Source: an optimization exercise on an open RTL-to-GDS flow (aim: small area, a short achievable clock period and few clock cycles per item). Production flows keep margins and buffers that such runs may drop.
No functional check of the RTL was part of any run shown here.
Power figures rest on the tool's default switching activity, not on a simulated workload.

==> flow/design.v, too long to show whole: its modules and the start of the top module <==
// module rhsc_front: 44 lines
// module rhsc_queue: 95 lines
// module rhsc_back: 1796 lines
// module rhsc_fa: 10 lines
// module rolling_hash_substring_counter_top: 60 lines
module rolling_hash_substring_counter_top (
  input  logic        clk,
  input  logic        rst_n,
  input  logic        in_valid,
  output logic        in_ready,
  input  logic [1:0]  in_op,
  input  logic [7:0]  in_char,
  output logic        out_valid,
  input  logic        out_ready,
  output logic        out_match,
  output logic [15:0] out_start,
  output logic [15:0] out_count
);
  // ...
==> flow/run.sh <==
#!/bin/bash
# synth_recipe.tcl (not shown) runs the flow's synth.tcl, then flattens the netlist and writes it again
# the make line also repeats each setting of config.mk as NAME=value (left out here)
make -C /OpenROAD-flow-scripts/flow DESIGN_CONFIG=/design/flow/config.mk WORK_HOME=/design/flow/orfs CLKGATE_MAP_FILE= SYNTH_SCRIPT=/design/flow/synth_recipe.tcl finish
==> flow/config.mk <==
export PLATFORM = sky130hd
export DESIGN_NAME = rolling_hash_substring_counter_top
export DESIGN_NICKNAME = rolling_hash_substring_counter_top
export VERILOG_FILES = /design/flow/design.v
export SDC_FILE = /design/flow/constraint.sdc
export NUM_CORES = 4
export LEC_CHECK = 0
export ABC_CLOCK_PERIOD_IN_PS = 3400
export CAP_MARGIN = 20
export CORE_MARGIN = 2
export CORE_UTILIZATION = 60
export SETUP_SLACK_MARGIN = 3.6
export SLEW_MARGIN = 20
export SYNTH_HIERARCHICAL = 1
export SYNTH_MINIMUM_KEEP_SIZE = 0
==> flow/constraint.sdc <==
create_clock -name core_clock -period 7.0 [get_ports {clk}]
set_input_delay 1.4000 -clock core_clock [delete_from_list [all_inputs] [get_ports {clk}]]
set_output_delay 1.4000 -clock core_clock [all_outputs]
set_load 0.01 [all_outputs]
==> flow_summary.ini, run 1 <==
[critical_path]
rr_startpoint = u_back.j_r[25]
worstSetupPathType = register to register
rrSetupSlack_ns = 3.66
worstSetupEndpointType = register
required_ns = 7.52

[cts]
clockBufferDepth = 3
post_cts_resized = 24

[power]
p_switching_w = 0.00608
powerClk_w = 0.00494
p_total_w = 0.0179
p_comb_w = 0.00629

[floorplan]
pin_count = 49
die_w_um = 279

[synthesis]
ys.flop_type = edfxtp_1
syn_area_um2 = 45400
synth_top_cells_by_area = edfxtp_1 40%, fa_1 22%, dfxtp_1 13%
synth_top_area_share = 0.396
avgSynthCellArea_um2 = 14.3
yosys_warnings = 15
ys_seq_area_frac = 0.526

[placement]
gp_congestion = 0.921
dpl_cell_area_um2 = 47000
detailedPlacementHpwl_um = 66200

[outcome]
status = no timing/DRC/antenna violations

[final_layout]
num-clock-buffers = 113
fill_cells = 5251
multi_input_area_share = 0.412

[timing]
finalCriticalPeriod_ns = 3.34
fin_ws_ns = 3.66

[job]
drv_cap = 0

[global_routing]
grt_pass1_vias = 26000
==> module rhsc_front, before the edit <==
module rhsc_front (
  input  logic       clk,
  input  logic       rst_n,
  input  logic       in_valid,
  input  logic [1:0] in_op,
  input  logic [7:0] in_char,
  output logic       in_ready,
  input  logic       res_pop,      
  output logic       s0_valid,
  output logic       s0_text,      
  output logic [1:0] s0_op,
  output logic [7:0] s0_chr
);
  localparam int CAP = rhsc_pkg::RQ_DEPTH + 1;   
  logic       rdy_r;
  logic [3:0] occ_r, occ_nxt;
  logic       acc;
  logic       acc_text;
  assign acc      = in_valid && rdy_r;
  assign acc_text = acc && (in_op == rhsc_pkg::OP_TEXT);
  always_comb begin
    occ_nxt = occ_r;
    if (acc_text && !res_pop) occ_nxt = occ_r + 1'b1;
    else if (!acc_text && res_pop) occ_nxt = occ_r - 1'b1;
  end
  always_ff @(posedge clk) begin
    if (!rst_n) begin
      occ_r    <= '0;
      rdy_r    <= 1'b1;
      s0_valid <= 1'b0;
      s0_text  <= 1'b0;
    end else begin
      occ_r    <= occ_nxt;
      rdy_r    <= (occ_nxt < 4'(CAP));
      s0_valid <= acc && (in_op != 2'd3);
      s0_text  <= acc_text;
    end
  end
  always_ff @(posedge clk) begin
    s0_op  <= in_op;
    s0_chr <= in_char;
  end
  assign in_ready = rdy_r;
endmodule
==> module rhsc_queue, before the edit <==
module rhsc_queue (
  input  logic        clk,
  input  logic        rst_n,
  input  logic        r_push,
  input  logic        r_match,
  input  logic        r_restart,
  input  logic [6:0]  r_klen,
  output logic        res_pop,
  output logic        out_valid,
  input  logic        out_ready,
  output logic        out_match,
  output logic [15:0] out_start,
  output logic [15:0] out_count
);
  localparam int D  = rhsc_pkg::RQ_DEPTH;
  localparam int AW = $clog2(D);
  logic [8:0]    q_mem [D];
  logic [AW-1:0] wp_r, rp_r;
  logic [AW:0]   cnt_r;
  logic          q_nonempty;
  logic          load;
  logic [8:0]    e;
  logic          ov_r;
  logic          om_r;
  logic [15:0]   os_r;
  logic [15:0]   cnt_out_r;    
  logic [15:0]   pn_r;         
  assign q_nonempty = (cnt_r != '0);
  assign res_pop    = ov_r && out_ready;
  assign load       = q_nonempty && (!ov_r || out_ready);
  assign e          = q_mem[rp_r];
  function automatic logic [AW-1:0] inc(input logic [AW-1:0] p);
    inc = (p == AW'(D - 1)) ? '0 : p + 1'b1;
  endfunction
  always_ff @(posedge clk) begin
    if (!rst_n) begin
      wp_r  <= '0;
      rp_r  <= '0;
      cnt_r <= '0;
    end else begin
      if (r_push) wp_r <= inc(wp_r);
      if (load)   rp_r <= inc(rp_r);
      if (r_push && !load) cnt_r <= cnt_r + 1'b1;
      else if (!r_push && load) cnt_r <= cnt_r - 1'b1;
    end
  end
  always_ff @(posedge clk) begin
    if (r_push) q_mem[wp_r] <= {r_match, r_restart, r_klen};
  end
  logic [15:0] b_r;
  logic        e_match, e_rs;
  logic [6:0]  e_klen;
  logic [15:0] st_rs, n_inc, pn_inc, b_inc;
  logic        n_sat, pn_sat;
  assign e_match = e[8];
  assign e_rs    = e[7];
  assign e_klen  = e[6:0];
  assign st_rs   = 16'd1 - 16'(e_klen);        
  assign n_sat   = (cnt_out_r == 16'hFFFF);
  assign pn_sat  = (pn_r == 16'hFFFF);
  assign n_inc   = n_sat  ? cnt_out_r : cnt_out_r + 1'b1;
  assign pn_inc  = pn_sat ? pn_r : pn_r + 1'b1;
  assign b_inc   = pn_sat ? b_r : b_r + 1'b1;
  always_ff @(posedge clk) begin
    if (!rst_n) begin
      ov_r      <= 1'b0;
      cnt_out_r <= '0;
      pn_r      <= '0;
    end else begin
      if (load) begin
        ov_r      <= 1'b1;
        if (e_rs) begin
          cnt_out_r <= {15'd0, e_match};
          pn_r      <= 16'd1;
        end else begin
          cnt_out_r <= e_match ? n_inc : cnt_out_r;
          pn_r      <= pn_inc;
        end
      end else if (res_pop) begin
        ov_r      <= 1'b0;
      end
    end
  end
  always_ff @(posedge clk) begin
    if (load) begin
      om_r <= e_match;
      os_r <= !e_match ? 16'd0 : (e_rs ? st_rs : b_r);
      b_r  <= e_rs ? st_rs + 16'd1 : b_inc;
    end
  end
  assign out_valid = ov_r;
  assign out_match = om_r;
  assign out_start = os_r;
  assign out_count = cnt_out_r;
endmodule
==> run 2, diff against run 1 <==
--- a/flow/design.v
+++ b/flow/design.v
@@ -25,30 +25,39 @@
 );
   localparam int CAP = rhsc_pkg::RQ_DEPTH + 1;   
   logic       rdy_r;
   logic [3:0] occ_r, occ_nxt;
   logic       acc;
   logic       acc_text;
   assign acc      = in_valid && rdy_r;
   assign acc_text = acc && (in_op == rhsc_pkg::OP_TEXT);
+  logic [3:0] occ_p, occ_m;
+  logic       rdy_p, rdy_0;
+  logic       rdy_nxt;
+  assign occ_p = occ_r + 1'b1;
+  assign occ_m = occ_r - 1'b1;
+  assign rdy_p = (occ_r < 4'(CAP - 1));
+  assign rdy_0 = (occ_r < 4'(CAP));
   always_comb begin
-    occ_nxt = occ_r;
-    if (acc_text && !res_pop) occ_nxt = occ_r + 1'b1;
-    else if (!acc_text && res_pop) occ_nxt = occ_r - 1'b1;
+    case ({acc_text, res_pop})
+      2'b10:   begin occ_nxt = occ_p; rdy_nxt = rdy_p; end
+      2'b01:   begin occ_nxt = occ_m; rdy_nxt = 1'b1;  end
+      default: begin occ_nxt = occ_r; rdy_nxt = rdy_0; end
+    endcase
   end
   always_ff @(posedge clk) begin
     if (!rst_n) begin
       occ_r    <= '0;
       rdy_r    <= 1'b1;
       s0_valid <= 1'b0;
       s0_text  <= 1'b0;
     end else begin
       occ_r    <= occ_nxt;
-      rdy_r    <= (occ_nxt < 4'(CAP));
+      rdy_r    <= rdy_nxt;
       s0_valid <= acc && (in_op != 2'd3);
       s0_text  <= acc_text;
     end
   end
   always_ff @(posedge clk) begin
     s0_op  <= in_op;
     s0_chr <= in_char;
   end
@@ -76,33 +85,38 @@
   logic          q_nonempty;
   logic          load;
   logic [8:0]    e;
   logic          ov_r;
   logic          om_r;
   logic [15:0]   os_r;
   logic [15:0]   cnt_out_r;    
   logic [15:0]   pn_r;         
-  assign q_nonempty = (cnt_r != '0);
+  logic          ne_r;         
+  logic [AW:0]   cnt_up, cnt_dn;
+  assign q_nonempty = ne_r;
   assign res_pop    = ov_r && out_ready;
-  assign load       = q_nonempty && (!ov_r || out_ready);
+  assign load       = ne_r && (!ov_r || out_ready);
   assign e          = q_mem[rp_r];
   function automatic logic [AW-1:0] inc(input logic [AW-1:0] p);
     inc = (p == AW'(D - 1)) ? '0 : p + 1'b1;
   endfunction
+  assign cnt_up = r_push ? cnt_r + 1'b1 : cnt_r;    
+  assign cnt_dn = r_push ? cnt_r : cnt_r - 1'b1;    
   always_ff @(posedge clk) begin
     if (!rst_n) begin
       wp_r  <= '0;
       rp_r  <= '0;
       cnt_r <= '0;
+      ne_r  <= 1'b0;
     end else begin
       if (r_push) wp_r <= inc(wp_r);
       if (load)   rp_r <= inc(rp_r);
-      if (r_push && !load) cnt_r <= cnt_r + 1'b1;
-      else if (!r_push && load) cnt_r <= cnt_r - 1'b1;
+      cnt_r <= load ? cnt_dn : cnt_up;
+      ne_r  <= load ? (cnt_dn != '0) : (cnt_up != '0);
     end
   end
   always_ff @(posedge clk) begin
     if (r_push) q_mem[wp_r] <= {r_match, r_restart, r_klen};
   end
   logic [15:0] b_r;
   logic        e_match, e_rs;
   logic [6:0]  e_klen;
@@ -114,31 +128,31 @@
   assign st_rs   = 16'd1 - 16'(e_klen);        
   assign n_sat   = (cnt_out_r == 16'hFFFF);
   assign pn_sat  = (pn_r == 16'hFFFF);
   assign n_inc   = n_sat  ? cnt_out_r : cnt_out_r + 1'b1;
   assign pn_inc  = pn_sat ? pn_r : pn_r + 1'b1;
   assign b_inc   = pn_sat ? b_r : b_r + 1'b1;
   always_ff @(posedge clk) begin
     if (!rst_n) begin
-      ov_r      <= 1'b0;
-      cnt_out_r <= '0;
-      pn_r      <= '0;
-    end else begin
-      if (load) begin
-        ov_r      <= 1'b1;
-        if (e_rs) begin
-          cnt_out_r <= {15'd0, e_match};
-          pn_r      <= 16'd1;
-        end else begin
-          cnt_out_r <= e_match ? n_inc : cnt_out_r;
-          pn_r      <= pn_inc;
-        end
-      end else if (res_pop) begin
-        ov_r      <= 1'b0;
+      ov_r <= 1'b0;
+    end else if (load) begin
+      ov_r <= 1'b1;
+    end else if (res_pop) begin
+      ov_r <= 1'b0;
+    end
+  end
+  always_ff @(posedge clk) begin
+    if (load) begin
+      if (e_rs) begin
+        cnt_out_r <= {15'd0, e_match};
+        pn_r      <= 16'd1;
+      end else begin
+        cnt_out_r <= e_match ? n_inc : cnt_out_r;
+        pn_r      <= pn_inc;
       end
     end
   end
   always_ff @(posedge clk) begin
     if (load) begin
       om_r <= e_match;
       os_r <= !e_match ? 16'd0 : (e_rs ? st_rs : b_r);
       b_r  <= e_rs ? st_rs + 16'd1 : b_inc;
@@ -219,16 +233,17 @@
       for (int i = 1; i < 16; i++) seg16[i] <= seg16[i-1];
       seg32[0] <= m4;
       for (int i = 1; i < 32; i++) seg32[i] <= seg32[i-1];
     end
   end
   logic [7:0]  lvm;
   logic [31:0] pp0, pp1, pp2, pp3, pp4, pp5, pp6, pp7;
   logic [31:0] xa_nxt, xb_nxt;
+  logic [2-1:0] xe_nxt;       
   assign lvm = (s0_text && leave_r) ? lv_r : 8'd0;
   assign pp0 = s0_chr[0] ? kpow_r : 32'd0;
   assign pp1 = s0_chr[1] ? kpow_r : 32'd0;
   assign pp2 = s0_chr[2] ? kpow_r : 32'd0;
   assign pp3 = s0_chr[3] ? kpow_r : 32'd0;
   assign pp4 = s0_chr[4] ? kpow_r : 32'd0;
   assign pp5 = s0_chr[5] ? kpow_r : 32'd0;
   assign pp6 = s0_chr[6] ? kpow_r : 32'd0;
@@ -657,17 +672,16 @@
   logic mt_w422;
   logic mt_w423;
   logic mt_w424;
   logic mt_w425;
   logic mt_w426;
   logic mt_w427;
   logic mt_w428;
   logic mt_w429;
-  logic mt_w430;
   assign mt_w1 = pp0[1] ^ pp1[0];
   assign mt_w2 = pp0[1] & pp1[0];
   rhsc_fa u_mt_w3 (.a(pp0[2]), .b(pp1[1]), .c(pp2[0]), .s(mt_w3), .co(mt_w4));
   assign mt_w5 = lvm[2] ^ mt_w2;
   assign mt_w6 = lvm[2] & mt_w2;
   rhsc_fa u_mt_w7 (.a(pp0[3]), .b(pp1[2]), .c(pp2[1]), .s(mt_w7), .co(mt_w8));
   rhsc_fa u_mt_w9 (.a(pp3[0]), .b(lvm[3]), .c(mt_w4), .s(mt_w9), .co(mt_w10));
   assign mt_w11 = mt_w6 ^ mt_w7;
@@ -890,36 +904,38 @@
   rhsc_fa u_mt_w421 (.a(mt_w417), .b(mt_w404), .c(mt_w419), .s(mt_w421), .co(mt_w422));
   assign mt_w423 = pp0[31] ^ pp1[30] ^ pp2[29];
   assign mt_w424 = pp3[28] ^ pp4[27] ^ pp5[26];
   assign mt_w425 = pp6[25] ^ pp7[24] ^ lvm[6];
   assign mt_w426 = lvm[1] ^ mt_w423 ^ mt_w424;
   assign mt_w427 = mt_w408 ^ mt_w410 ^ mt_w425;
   assign mt_w428 = mt_w412 ^ mt_w426 ^ mt_w414;
   assign mt_w429 = mt_w427 ^ mt_w416 ^ mt_w428;
-  assign mt_w430 = mt_w418 ^ mt_w429 ^ mt_w420;
-  assign xa_nxt = {mt_w430, mt_w421, mt_w390, mt_w374, mt_w358, mt_w342, mt_w326, mt_w310, mt_w294, mt_w278, mt_w277, mt_w246, mt_w230, mt_w214, mt_w196, mt_w180, mt_w164, mt_w148, mt_w132, mt_w116, mt_w100, mt_w84, mt_w70, mt_w56, mt_w42, mt_w30, mt_w20, mt_w10, mt_w11, mt_w5, lvm[1], pp0[0]};
-  assign xb_nxt = {mt_w422, mt_w406, mt_w405, mt_w389, mt_w373, mt_w357, mt_w341, mt_w325, mt_w309, mt_w293, mt_w262, mt_w261, mt_w245, mt_w229, mt_w213, mt_w195, mt_w179, mt_w163, mt_w147, mt_w131, mt_w115, mt_w99, mt_w83, mt_w69, mt_w55, mt_w41, mt_w29, mt_w19, mt_w9, mt_w3, mt_w1, lvm[0]};
+  assign xa_nxt = {mt_w418, mt_w421, mt_w390, mt_w374, mt_w358, mt_w342, mt_w326, mt_w310, mt_w294, mt_w278, mt_w277, mt_w246, mt_w230, mt_w214, mt_w196, mt_w180, mt_w164, mt_w148, mt_w132, mt_w116, mt_w100, mt_w84, mt_w70, mt_w56, mt_w42, mt_w30, mt_w20, mt_w10, mt_w11, mt_w5, lvm[1], pp0[0]};
+  assign xb_nxt = {mt_w429, mt_w406, mt_w405, mt_w389, mt_w373, mt_w357, mt_w341, mt_w325, mt_w309, mt_w293, mt_w262, mt_w261, mt_w245, mt_w229, mt_w213, mt_w195, mt_w179, mt_w163, mt_w147, mt_w131, mt_w115, mt_w99, mt_w83, mt_w69, mt_w55, mt_w41, mt_w29, mt_w19, mt_w9, mt_w3, mt_w1, lvm[0]};
+  assign xe_nxt = {mt_w422, mt_w420};
   logic        s2_text, s2_key, s2_clr, s2_elig;
   logic [31:0] xa_r, xb_r;
+  logic [2-1:0] xe_r;
   always_ff @(posedge clk) begin
     if (!rst_n) begin
       s2_text <= 1'b0;
       s2_key  <= 1'b0;
       s2_clr  <= 1'b0;
     end else begin
       s2_text <= s1_text;
       s2_key  <= s1_key_ok;
       s2_clr  <= s1_clr;
     end
   end
   always_ff @(posedge clk) begin
     s2_elig <= elig_r;
     xa_r    <= xa_nxt;
     xb_r    <= xb_nxt;
+    xe_r    <= xe_nxt;
   end
   logic [24:0] nya_r, nyb_r;  
   logic [14-1:0] a_r;       
   logic [31:0] j_r;           
   logic [24:0] ya_nxt, yb_nxt;
   logic [14-1:0] a_nxt;
   logic [31:0] ja, jb;
   logic yt_w1;
@@ -1337,16 +1353,17 @@
   logic yt_w413;
   logic yt_w414;
   logic yt_w415;
   logic yt_w416;
   logic yt_w417;
   logic yt_w418;
   logic yt_w419;
   logic yt_w420;
+  logic yt_w421;
   rhsc_fa u_yt_w1 (.a(xa_r[0]), .b(xb_r[0]), .c(nya_r[0]), .s(yt_w1), .co(yt_w2));
   assign yt_w3 = 1'b1 ^ xa_r[1] ^ xb_r[1];
   assign yt_w4 = (1'b1 & xa_r[1]) | (1'b1 & xb_r[1]) | (xa_r[1] & xb_r[1]);
   rhsc_fa u_yt_w5 (.a(nya_r[1]), .b(nyb_r[1]), .c(yt_w2), .s(yt_w5), .co(yt_w6));
   rhsc_fa u_yt_w7 (.a(xa_r[2]), .b(xb_r[2]), .c(nya_r[2]), .s(yt_w7), .co(yt_w8));
   rhsc_fa u_yt_w9 (.a(nyb_r[2]), .b(yt_w4), .c(yt_w7), .s(yt_w9), .co(yt_w10));
   rhsc_fa u_yt_w11 (.a(xa_r[3]), .b(xb_r[3]), .c(nya_r[3]), .s(yt_w11), .co(yt_w12));
   rhsc_fa u_yt_w13 (.a(nyb_r[3]), .b(yt_w8), .c(yt_w11), .s(yt_w13), .co(yt_w14));
@@ -1547,29 +1564,30 @@
   rhsc_fa u_yt_w395 (.a(nya_r[10]), .b(nyb_r[10]), .c(nya_r[5]), .s(yt_w395), .co(yt_w396));
   rhsc_fa u_yt_w397 (.a(nyb_r[5]), .b(nya_r[0]), .c(nyb_r[0]), .s(yt_w397), .co(yt_w398));
   rhsc_fa u_yt_w399 (.a(yt_w372), .b(yt_w374), .c(yt_w376), .s(yt_w399), .co(yt_w400));
   rhsc_fa u_yt_w401 (.a(yt_w378), .b(yt_w391), .c(yt_w393), .s(yt_w401), .co(yt_w402));
   rhsc_fa u_yt_w403 (.a(yt_w395), .b(yt_w397), .c(yt_w380), .s(yt_w403), .co(yt_w404));
   rhsc_fa u_yt_w405 (.a(yt_w382), .b(yt_w399), .c(yt_w401), .s(yt_w405), .co(yt_w406));
   rhsc_fa u_yt_w407 (.a(yt_w384), .b(yt_w403), .c(yt_w386), .s(yt_w407), .co(yt_w408));
   rhsc_fa u_yt_w409 (.a(yt_w405), .b(yt_w388), .c(yt_w407), .s(yt_w409), .co(yt_w410));
-  assign yt_w411 = xa_r[31] ^ xb_r[31] ^ nya_r[21];
-  assign yt_w412 = nyb_r[21] ^ nya_r[16] ^ nyb_r[16];
-  assign yt_w413 = nya_r[11] ^ nyb_r[11] ^ nya_r[6];
-  assign yt_w414 = nyb_r[6] ^ nya_r[1] ^ nyb_r[1];
-  assign yt_w415 = yt_w411 ^ yt_w412 ^ yt_w413;
-  assign yt_w416 = yt_w414 ^ yt_w392 ^ yt_w394;
-  assign yt_w417 = yt_w396 ^ yt_w398 ^ yt_w415;
-  assign yt_w418 = yt_w416 ^ yt_w400 ^ yt_w402;
-  assign yt_w419 = yt_w417 ^ yt_w404 ^ yt_w418;
-  assign yt_w420 = yt_w406 ^ yt_w419 ^ yt_w408;
+  assign yt_w411 = xa_r[31] ^ xb_r[31] ^ xe_r[0];
+  assign yt_w412 = xe_r[1] ^ nya_r[21] ^ nyb_r[21];
+  assign yt_w413 = nya_r[16] ^ nyb_r[16] ^ nya_r[11];
+  assign yt_w414 = nyb_r[11] ^ nya_r[6] ^ nyb_r[6];
+  assign yt_w415 = nya_r[1] ^ nyb_r[1] ^ yt_w411;
+  assign yt_w416 = yt_w412 ^ yt_w413 ^ yt_w414;
+  assign yt_w417 = yt_w392 ^ yt_w394 ^ yt_w396;
+  assign yt_w418 = yt_w398 ^ yt_w415 ^ yt_w416;
+  assign yt_w419 = yt_w417 ^ yt_w400 ^ yt_w402;
+  assign yt_w420 = yt_w418 ^ yt_w404 ^ yt_w419;
+  assign yt_w421 = yt_w406 ^ yt_w420 ^ yt_w408;
   assign ya_nxt = {yt_w270, yt_w250, yt_w230, yt_w210, yt_w192, yt_w176, yt_w160, yt_w144, yt_w128, yt_w114, yt_w102, yt_w90, yt_w78, yt_w66, yt_w56, yt_w48, yt_w40, yt_w32, yt_w29, yt_w18, yt_w14, yt_w10, yt_w6, yt_w3, nyb_r[0]};
   assign yb_nxt = {yt_w289, yt_w269, yt_w249, yt_w229, yt_w209, yt_w191, yt_w175, yt_w159, yt_w143, yt_w127, yt_w113, yt_w101, yt_w89, yt_w77, yt_w65, yt_w55, yt_w47, yt_w39, yt_w31, yt_w23, yt_w17, yt_w13, yt_w9, yt_w5, yt_w1};
-  assign a_nxt = {yt_w410, yt_w420, yt_w409, yt_w390, yt_w389, yt_w370, yt_w369, yt_w350, yt_w349, yt_w330, yt_w329, yt_w310, yt_w309, yt_w290};
+  assign a_nxt = {yt_w410, yt_w421, yt_w409, yt_w390, yt_w389, yt_w370, yt_w369, yt_w350, yt_w349, yt_w330, yt_w329, yt_w310, yt_w309, yt_w290};
   logic jt_w1;
   logic jt_w2;
   logic jt_w3;
   logic jt_w4;
   logic jt_w5;
   logic jt_w6;
   logic jt_w7;
   logic jt_w8;
@@ -1623,16 +1641,17 @@
   logic jt_w56;
   logic jt_w57;
   logic jt_w58;
   logic jt_w59;
   logic jt_w60;
   logic jt_w61;
   logic jt_w62;
   logic jt_w63;
+  logic jt_w64;
   assign jt_w1 = j_r[0] ^ xa_r[0];
   assign jt_w2 = j_r[0] & xa_r[0];
   rhsc_fa u_jt_w3 (.a(j_r[1]), .b(xa_r[1]), .c(xb_r[1]), .s(jt_w3), .co(jt_w4));
   rhsc_fa u_jt_w5 (.a(j_r[2]), .b(xa_r[2]), .c(xb_r[2]), .s(jt_w5), .co(jt_w6));
   rhsc_fa u_jt_w7 (.a(j_r[3]), .b(xa_r[3]), .c(xb_r[3]), .s(jt_w7), .co(jt_w8));
   rhsc_fa u_jt_w9 (.a(j_r[4]), .b(xa_r[4]), .c(xb_r[4]), .s(jt_w9), .co(jt_w10));
   rhsc_fa u_jt_w11 (.a(j_r[5]), .b(xa_r[5]), .c(xb_r[5]), .s(jt_w11), .co(jt_w12));
   rhsc_fa u_jt_w13 (.a(j_r[6]), .b(xa_r[6]), .c(xb_r[6]), .s(jt_w13), .co(jt_w14));
@@ -1656,18 +1675,19 @@
   rhsc_fa u_jt_w49 (.a(j_r[24]), .b(xa_r[24]), .c(xb_r[24]), .s(jt_w49), .co(jt_w50));
   rhsc_fa u_jt_w51 (.a(j_r[25]), .b(xa_r[25]), .c(xb_r[25]), .s(jt_w51), .co(jt_w52));
   rhsc_fa u_jt_w53 (.a(j_r[26]), .b(xa_r[26]), .c(xb_r[26]), .s(jt_w53), .co(jt_w54));
   rhsc_fa u_jt_w55 (.a(j_r[27]), .b(xa_r[27]), .c(xb_r[27]), .s(jt_w55), .co(jt_w56));
   rhsc_fa u_jt_w57 (.a(j_r[28]), .b(xa_r[28]), .c(xb_r[28]), .s(jt_w57), .co(jt_w58));
   rhsc_fa u_jt_w59 (.a(j_r[29]), .b(xa_r[29]), .c(xb_r[29]), .s(jt_w59), .co(jt_w60));
   rhsc_fa u_jt_w61 (.a(j_r[30]), .b(xa_r[30]), .c(xb_r[30]), .s(jt_w61), .co(jt_w62));
   assign jt_w63 = j_r[31] ^ xa_r[31] ^ xb_r[31];
-  assign ja = {jt_w63, jt_w60, jt_w58, jt_w56, jt_w54, jt_w52, jt_w50, jt_w48, jt_w46, jt_w44, jt_w42, jt_w40, jt_w38, jt_w36, jt_w34, jt_w32, jt_w30, jt_w28, jt_w26, jt_w24, jt_w22, jt_w20, jt_w18, jt_w16, jt_w14, jt_w12, jt_w10, jt_w8, jt_w6, jt_w4, jt_w2, xb_r[0]};
-  assign jb = {jt_w62, jt_w61, jt_w59, jt_w57, jt_w55, jt_w53, jt_w51, jt_w49, jt_w47, jt_w45, jt_w43, jt_w41, jt_w39, jt_w37, jt_w35, jt_w33, jt_w31, jt_w29, jt_w27, jt_w25, jt_w23, jt_w21, jt_w19, jt_w17, jt_w15, jt_w13, jt_w11, jt_w9, jt_w7, jt_w5, jt_w3, jt_w1};
+  assign jt_w64 = xe_r[0] ^ xe_r[1] ^ jt_w63;
+  assign ja = {jt_w62, jt_w60, jt_w58, jt_w56, jt_w54, jt_w52, jt_w50, jt_w48, jt_w46, jt_w44, jt_w42, jt_w40, jt_w38, jt_w36, jt_w34, jt_w32, jt_w30, jt_w28, jt_w26, jt_w24, jt_w22, jt_w20, jt_w18, jt_w16, jt_w14, jt_w12, jt_w10, jt_w8, jt_w6, jt_w4, jt_w2, xb_r[0]};
+  assign jb = {jt_w64, jt_w61, jt_w59, jt_w57, jt_w55, jt_w53, jt_w51, jt_w49, jt_w47, jt_w45, jt_w43, jt_w41, jt_w39, jt_w37, jt_w35, jt_w33, jt_w31, jt_w29, jt_w27, jt_w25, jt_w23, jt_w21, jt_w19, jt_w17, jt_w15, jt_w13, jt_w11, jt_w9, jt_w7, jt_w5, jt_w3, jt_w1};
   always_ff @(posedge clk) begin
     if (!rst_n || s2_clr || s2_key) begin
       nya_r <= '1;
       nyb_r <= '1;
     end else if (s2_text) begin
       nya_r <= ~ya_nxt;
       nyb_r <= ~yb_nxt;
     end
--- a/flow/config.mk
+++ b/flow/config.mk
@@ -4,12 +4,14 @@
 export VERILOG_FILES = /design/flow/design.v
 export SDC_FILE = /design/flow/constraint.sdc
 export NUM_CORES = 4
 export LEC_CHECK = 0
 export ABC_CLOCK_PERIOD_IN_PS = 3400
 export CAP_MARGIN = 20
 export CORE_MARGIN = 2
 export CORE_UTILIZATION = 60
+export CTS_CLUSTER_DIAMETER = 80
+export CTS_CLUSTER_SIZE = 28
 export SETUP_SLACK_MARGIN = 3.6
 export SLEW_MARGIN = 20
 export SYNTH_HIERARCHICAL = 1
 export SYNTH_MINIMUM_KEEP_SIZE = 0
==> run 2 against run 1 <==
Net effect: total power fell by 11%; routed wire length rose by 1.4%; via count is 0.64% lower; clock skew is 0.031 ns lower; synthesized area is 0.60% higher; sequential cell count is 3 higher; sequential share of layout area is 2.0 points higher; register-to-register slack is essentially flat; sequential power up 1%; non-clock buffer count down 3; fmax barely moved; critical path type unchanged; critical endpoint is now u_back.j_r[30]; largest cell class unchanged; largest power group unchanged; highest routed layer unchanged.
==> flow_summary.ini, run 2 <==
[critical_path]
slowest_delay_ns = 0.55
cp-start-kind = register
cp_cell_sequence = fa_1, ha_4, o21ai_1, or4_4, a211oi_4, o21ai_2, a21boi_2, a21boi_2, o21ai_2, a21oi_1, or3_1
path_max_fanout = 5
slowest_stage = or4_4
worstSetupPathType = register to register
arrival_ns = 3.86
worst-path-buf-inv = 0
cp_top_family = compound AO/OA/AOI/OAI gates
required_ns = 7.52
worstSetupEndpointType = register

[global_routing]
grt_usage = 0.251
antenna_found_initial = 3
grt_pass1_wl_um = 149000
grt_max_degree = 213
grt_overflow = 0
grt_pass1_vias = 25400

[cts]
insertion_delay_ns = 0.64
clk_pin_slew_worst_paths_ns = 0.10
cts_tree = built
cts_max_level = 2
cts.sinks = 895
cts_root_buffer = clkbuf_16
ctsHoldBuffers = 0
cts_inserted_buffers = 47
clockBufferDepth = 3

[timing]
drv_slew = 0
finalCriticalPeriod_ns = 3.34
worst_pin_slew_ns = 1.12
max-slew-margin-rel = 0.252
finalHoldViolCount = 0
setup-violations-final = 0
whs_ns = 0.339
fin_crit_sh = 0.477
skew_ns = 0.0274
rsz0062_at_grt = true
max_freq_mhz = 299

[synthesis]
synth_top_area_share = 0.415
yosys_warnings = 15
syn_area_um2 = 45600
avgSynthCellArea_um2 = 14.4
ys_seq_area_frac = 0.531
async_flop_share = 0
synth_nets = 3800
netlist_instances = 3173
synth_top_cells_by_area = edfxtp_1 42%, fa_1 22%, dfxtp_1 12%
synth_area_leader_cell = edfxtp_1
synth_edf_count = 631
synth_cell_types = 81
synth.most_common_cell = edfxtp_1
ys.flop_type = edfxtp_1
synth-seq-cells = 895
synth_common_cells = 631 x edfxtp_1, 496 x fa_1, 264 x dfxtp_1, 231 x and2_1, 219 x nand2_1

[drt]
drt-pass1-iter-count = 5
drt_iter0_markers = 1757
ant_nets = 0
drc = 0
vias_per_cell = 5.80
drt-total-wl_um = 95600
wl_per_cell_um = 22.6
num_vias = 24500

[floorplan]
initial_core_util = 0.604
die_y_um = 280
die_w_um = 280
core_area_um2 = 75600
rows = 101
pin_count = 49
die_area_um2 = 78300

[job]
drv_cap = 0

[final_layout]
mostFrequentLayoutCells = 631 x edfxtp_1, 495 x fa_1, 231 x and2_1, 217 x nand2_1, 193 x dfxtp_1
final_nets = 3833
drive_above_1_share = 0.0851
regMostFlops = u_back.seg32
final_common_cell = edfxtp_1
reg_top3 = u_back.seg32 x256, u_back.seg16 x128, u_back.seg8 x64
final_core_util = 0.651
areaGrowthSynthToFinish_pct = 7.80
largest_register_ffs = 256
fill_cells = 5499

[power]
p_total_w = 0.0159
leakage_nw = 16.8
powerDensity_nw_per_um2 = 324
ir_worst_vdd_mv = 0.227

[placement]
detailedPlacementHpwl_um = 68000
numPortBuffers = 48
gp_congestion = 0.920

[hold_path]
min_path_type = register to register

[outcome]
status = no timing/DRC/antenna violations
==> run 2: cell count changes in the layout (fill, tap and decap cells not counted), sizes merged, moves of 10 or more <==
cell    change
o21ai      -13
bufinv     -10
clkbuf     -49
nand2      -14
dfxtp      -29
edfxtp     +32
clkinv     -19
nor2       +21
==> run 2: modules after synthesis, one instance, submodules excluded, excerpt <==
module	cells	flops+latches	copies in the design
rhsc_queue	506	134	1
rhsc_front	53	17	1
rhsc_back	2127	744	1
rhsc_fa	1	0	487
==> run 2: cells by family (layout without fill, tap and decap cells) <==
group	count (synthesis)	count (layout)	synth area share
DFF	895	895	0.531
and+or+nand+nor	802	802	0.0898
adders and majority gates	613	613	0.250
AOI/OAI and AO/OA	341	341	0.0473
buffers and inverters	232	304	0.0204
xor gates and xnor gates	194	194	0.0374
muxes	96	96	0.0246
other	0	2	0
==> run 2: repair_timing <==
| item | in CTS | in global routing |
|---|---|---|
| endpoints found under the hold margin | 0 | 0 |
| buffers inserted | 1 | 2 |
| resized for setup | 37 | 84 |
| endpoints found under the setup margin | 40 | 39 |
| pin swaps | 5 | 12 |
==> run 2: cell type report <==
cell class / count / area, µm² / area share
sequential: 895 / 24400 / 0.495
multi-input combinational: 2046 / 20700 / 0.421
tap: 978 / 1220 / 0.0249
timing repair buffer: 79 / 802 / 0.0163
inverter: 137 / 522 / 0.0106
clock inverter: 24 / 323 / 0.00656
clock buffer: 64 / 1250 / 0.0255
antenna: 2 / 5.00 / 0.000102
==> run 2: where the power goes <==
part | internal (W) | leakage [nW] | switching, W | total, W
logic | 0.00271 | 8.10 | 0.00327 | 0.00598
registers | 0.00622 | 7.91 | 0.000571 | 0.00679
clock network | 0.00136 | 0.754 | 0.00180 | 0.00316
total | 0.0103 | 16.8 | 0.00565 | 0.0159
==> run 2: final timing paths <==
check	startpoint	endpoint	slack [ns]	depth (start not counted)
setup / recovery	u_back.j_r[3]	u_back.j_r[30]	3.66	11
hold / removal	u_back.s2_elig	u_back.s3_elig	0.34	0
setup reg to reg	u_back.j_r[3]	u_back.j_r[30]	3.66	11
hold reg to reg	u_back.s2_elig	u_back.s3_elig	0.34	0
==> run 2: layer usage <==
layer,global-route usage,routed length [µm],vias up
met3,0.0352,4730,139
met5,0,27,-
met4,0.0607,2310,4
met1,0.373,43400,12700
li1,-,-,11000
met2,0.398,45100,600
==> run 2: through the flow <==
step | cells | area [µm²] | setup WS, ns | TNS, ns
2_1_floorplan | 3173 | 45700 | -1.63 | -841.31
3_3_place_gp | 4131 | 47200 | 2.93 | 0
3_5_place_dp | 4131 | 47200 | 2.88 | 0
4_1_cts | 4220 | 49000 | 3.60 | 0
5_1_grt | 4223 | 49200 | 3.49 | 0
6_report | 4225 | 49200 | 3.66 | 0
==> run 3, diff against run 2 <==
--- a/flow/config.mk
+++ b/flow/config.mk
@@ -5,13 +5,13 @@
 export SDC_FILE = /design/flow/constraint.sdc
 export NUM_CORES = 4
 export LEC_CHECK = 0
-export ABC_CLOCK_PERIOD_IN_PS = 3400
+export ABC_CLOCK_PERIOD_IN_PS = 3200
 export CAP_MARGIN = 20
 export CORE_MARGIN = 2
 export CORE_UTILIZATION = 60
 export CTS_CLUSTER_DIAMETER = 80
 export CTS_CLUSTER_SIZE = 28
-export SETUP_SLACK_MARGIN = 3.6
+export SETUP_SLACK_MARGIN = 3.8
 export SLEW_MARGIN = 20
 export SYNTH_HIERARCHICAL = 1
 export SYNTH_MINIMUM_KEEP_SIZE = 0
==> run 3 against run 2 <==
Net effect: still clean; total power grew 2.4%; routed wire length is 2.1% higher; clock power increased by 1%; global-route usage is 0.14 points higher; fmax up 1.1%; critical path depth decreased by 3; hold slack lost 0.0023 ns; clock skew is essentially flat; synthesized area unchanged; cell count rose by 1.0%; via count increased by 0.98%; first-iteration DRC count decreased by 1.3%.
==> flow_summary.ini, run 3 <==
[synthesis]
ys_seq_area_frac = 0.531
synth_compound_area_frac = 0.0473
synth_top_family_by_area = adder cells
synth.most_common_cell = edfxtp_1
synth_cell_types = 81
async_flop_share = 0
synthAdderAreaFrac = 0.250
synth_nets = 3800
yosys-mux-area-fraction = 0.0246
syn_area_um2 = 45600
synth_xor_area_frac = 0.0374
synth_edf_count = 631
synth_common_cells = 631 x edfxtp_1, 496 x fa_1, 264 x dfxtp_1, 231 x and2_1, 219 x nand2_1
synth_top_area_share = 0.415
yosys_warnings = 15
avgSynthCellArea_um2 = 14.4
synth_area_leader_cell = edfxtp_1
synth-seq-cells = 895
ys.flop_type = edfxtp_1
netlist_instances = 3173
synth-simple-area-share = 0.0898
synth_top_cells_by_area = edfxtp_1 42%, fa_1 22%, dfxtp_1 12%

[hold_path]
min_path_type = register to register

[final_layout]
final_nets = 3876
mostFrequentLayoutCells = 631 x edfxtp_1, 452 x fa_1, 229 x and2_1, 218 x nand2_1, 141 x nor2_1
areaGrowthSynthToFinish_pct = 10.0
drive_above_1_share = 0.138
final_common_cell = edfxtp_1
largest_register_ffs = 256
regMostFlops = u_back.seg32
reg_top3 = u_back.seg32 x256, u_back.seg16 x128, u_back.seg8 x64

[global_routing]
antenna_found_initial = 2
grt_overflow = 0
grt_usage = 0.252
grt_pass1_vias = 25600
use_met1 = 0.364
grt-busiest-layer = met2
gr-usage-met2 = 0.402
grt_pass1_wl_um = 149000
grt_max_degree = 188
grt.met3_usage = 0.0378

[critical_path]
cp-start-kind = register
worst-path-buf-inv = 1
rrSetupSlack_ns = 3.70
worstSetupPathType = register to register
rr_endpoint = u_queue.q_mem[5][8]
arrival_ns = 3.73
slowest_delay_ns = 0.59
crit_start = u_back.j_r[27]
reg2regPathDepth = 8
rr_startpoint = u_back.j_r[27]
crit_top_cell = fa_1
cp_cell_sequence = inv_2, fa_2, fa_1, fa_1, xor2_2, nand4_1, or4_4, nor3_4
required_ns = 7.43
worstSetupEndpointType = register
path_max_fanout = 6
slowest_stage = or4_4
worstSetupPathDepth = 8
cp_top_family = adder cells
cp-endpoint = u_queue.q_mem[5][8]

[timing]
rsz0062_at_grt = true
setup-violations-final = 0
fin_ws_ns = 3.70
finalHoldViolCount = 0
fin_crit_sh = 0.472
finalCriticalPeriod_ns = 3.30
drv_slew = 0
max_freq_mhz = 303
skew_ns = 0.0278
worst_pin_slew_ns = 1.03
whs_ns = 0.336
max-slew-margin-rel = 0.314

[cts]
insertion_delay_ns = 0.63
cts_inserted_buffers = 48
cts_tree = built
cts_root_buffer = clkbuf_16
cts.sinks = 895
ctsHoldBuffers = 0
clk_pin_slew_worst_paths_ns = 0.10
clockBufferDepth = 3
cts_max_level = 2

[floorplan]
rows = 101
die_area_um2 = 78300
die_y_um = 280
core_area_um2 = 75600
pin_count = 49
die_w_um = 280
initial_core_util = 0.604

[drt]
drt-total-wl_um = 97600
drc = 0
vias_per_cell = 5.80
ant_nets = 0
drt_iter0_markers = 1735
wl_per_cell_um = 22.9
drt-pass1-iter-count = 5
num_vias = 24700

[job]
drv_cap = 0

[placement]
detailedPlacementHpwl_um = 68100
post-place-ws_ns = 2.99
gp_congestion = 0.933
numPortBuffers = 48

[power]
powerDensity_nw_per_um2 = 325
ir_worst_vdd_mv = 0.217
leakage_nw = 17.1

[outcome]
status = no timing/DRC/antenna violations
## run 3: cell types whose count changed in the layout (fill, tap and decap cells not counted), sizes merged
cell      previous run  this run
nor2               143       144
inv                147       146
buf                 31        67
clkbuf              64        69
bufbuf               0         2
diode                2         1
clkinvlp             3         4
## run 3: through the flow
step | utilization | power, W | TNS [ns] | cells | instance area (µm²)
floorplan | - | 0.0110 | -841.31 | 3173 | 45700
global placement | 0.625 | 0.0125 | 0 | 4134 | 47300
detailed placement | 0.626 | 0.0127 | 0 | 4137 | 47300
CTS | 0.656 | 0.0162 | 0 | 4239 | 49600
global route | 0.664 | 0.0174 | 0 | 4267 | 50200
finish | 0.664 | 0.0163 | 0 | 4268 | 50200
## run 3: metal layers
layer,part of all wire,up-vias
met4,0.034,0
li1,-,11100
met5,0,-
met2,0.47,704
met3,0.055,162
met1,0.44,12700
## run 3: logic make-up (layout without fill, tap and decap cells)
logic type               count (synthesis)  in the layout
buffers and inverters                  232            347
XOR/XNOR                               194            194
other                                    0              1
AO/OA/AOI/OAI                          341            341
multiplexers                            96             96
AND/OR/NAND/NOR                        802            803
adder cells (fa/ha/maj)                613            613
flip-flops                             895            895
## run 3: worst min path at each step
| stage | start | endpoint | slack, ns | depth (start not counted) |
|---|---|---|---|---|
| 2_1_floorplan | u_back.s2_elig | u_back.s3_elig | 0.31 | 0 |
| 3_3_place_gp | u_back.s2_elig | u_back.s3_elig | 0.31 | 0 |
| 3_5_place_dp | u_back.s2_elig | u_back.s3_elig | 0.31 | 0 |
| 4_1_cts | u_back.s2_elig | u_back.s3_elig | 0.34 | 0 |
| 5_1_grt | u_back.s2_elig | u_back.s3_elig | 0.35 | 0 |
| 6_report | u_back.s2_elig | u_back.s3_elig | 0.34 | 0 |
## run 3: power by group
part           internal [W]  switching (W)  leakage [nW]
logic               0.00291        0.00341          8.38
clock network       0.00139        0.00181         0.769
registers           0.00623       0.000564          7.92
total                0.0105        0.00579          17.1
## run 3: Yosys stat by module (local to each module, per instance), a selection
module      times used  cells
rhsc_front           1     53
rhsc_back            1   2127
rhsc_fa            487      1
rhsc_queue           1    506
## run 3: cell type report
| class | count | area [µm²] |
|---|---|---|
| Fill cell | 5398 | 25400 |
| Clock inverter | 24 | 349 |
| Sequential cell | 895 | 24500 |
| Tap cell | 978 | 1220 |
| Multi-Input combinational cell | 2047 | 21000 |
| Inverter | 137 | 519 |
| Clock buffer | 66 | 1280 |
| Antenna cell | 1 | 2.50 |
| Timing Repair Buffer | 120 | 1310 |
## run 3: repair_timing
action                     CTS  global route
setup endpoints to repair   96            86
cloned                       2             4
pin swaps                   38            31
resized for setup          173           143
setup buffers               10            23
hold endpoints to repair     0             0

==> what the ideal ports hide <==
The results above use ideal ports. As a check the final layouts listed here were re-extracted and re-timed, cells and wires unchanged.
Step 1 (the two cells are an assumption about what drives the block):
set clk [get_ports {clk}]
set_driving_cell -lib_cell sky130_fd_sc_hd__clkbuf_16 $clk
set_driving_cell -lib_cell sky130_fd_sc_hd__buf_2 [delete_from_list [all_inputs] $clk]
Step 2 moves the port delays by t, midway between the first and last clock arrival at a register: inputs arrive t later, outputs are due t later. That takes back most of the time a late clock gives input paths.
Three values: no drivers, after step 1, after step 2; two values: the first two.
| run | t (ns) | setup slack, ns | worst setup path after step 2 |
|---|---|---|---|
| run 1 | 0.709 | 3.662 / 3.662 / 3.094 | input to register |
| run 2 | 0.698 | 3.660 / 3.660 / 3.128 | input to register |
| run 3 | 0.689 | 3.697 / 3.697 / 3.333 | input to register |
After both steps setup and hold are still met in every run listed. For run 1, which loses most, drivers alone change the setup slack by 0.000 ns; drivers and shift together by -0.568 ns.
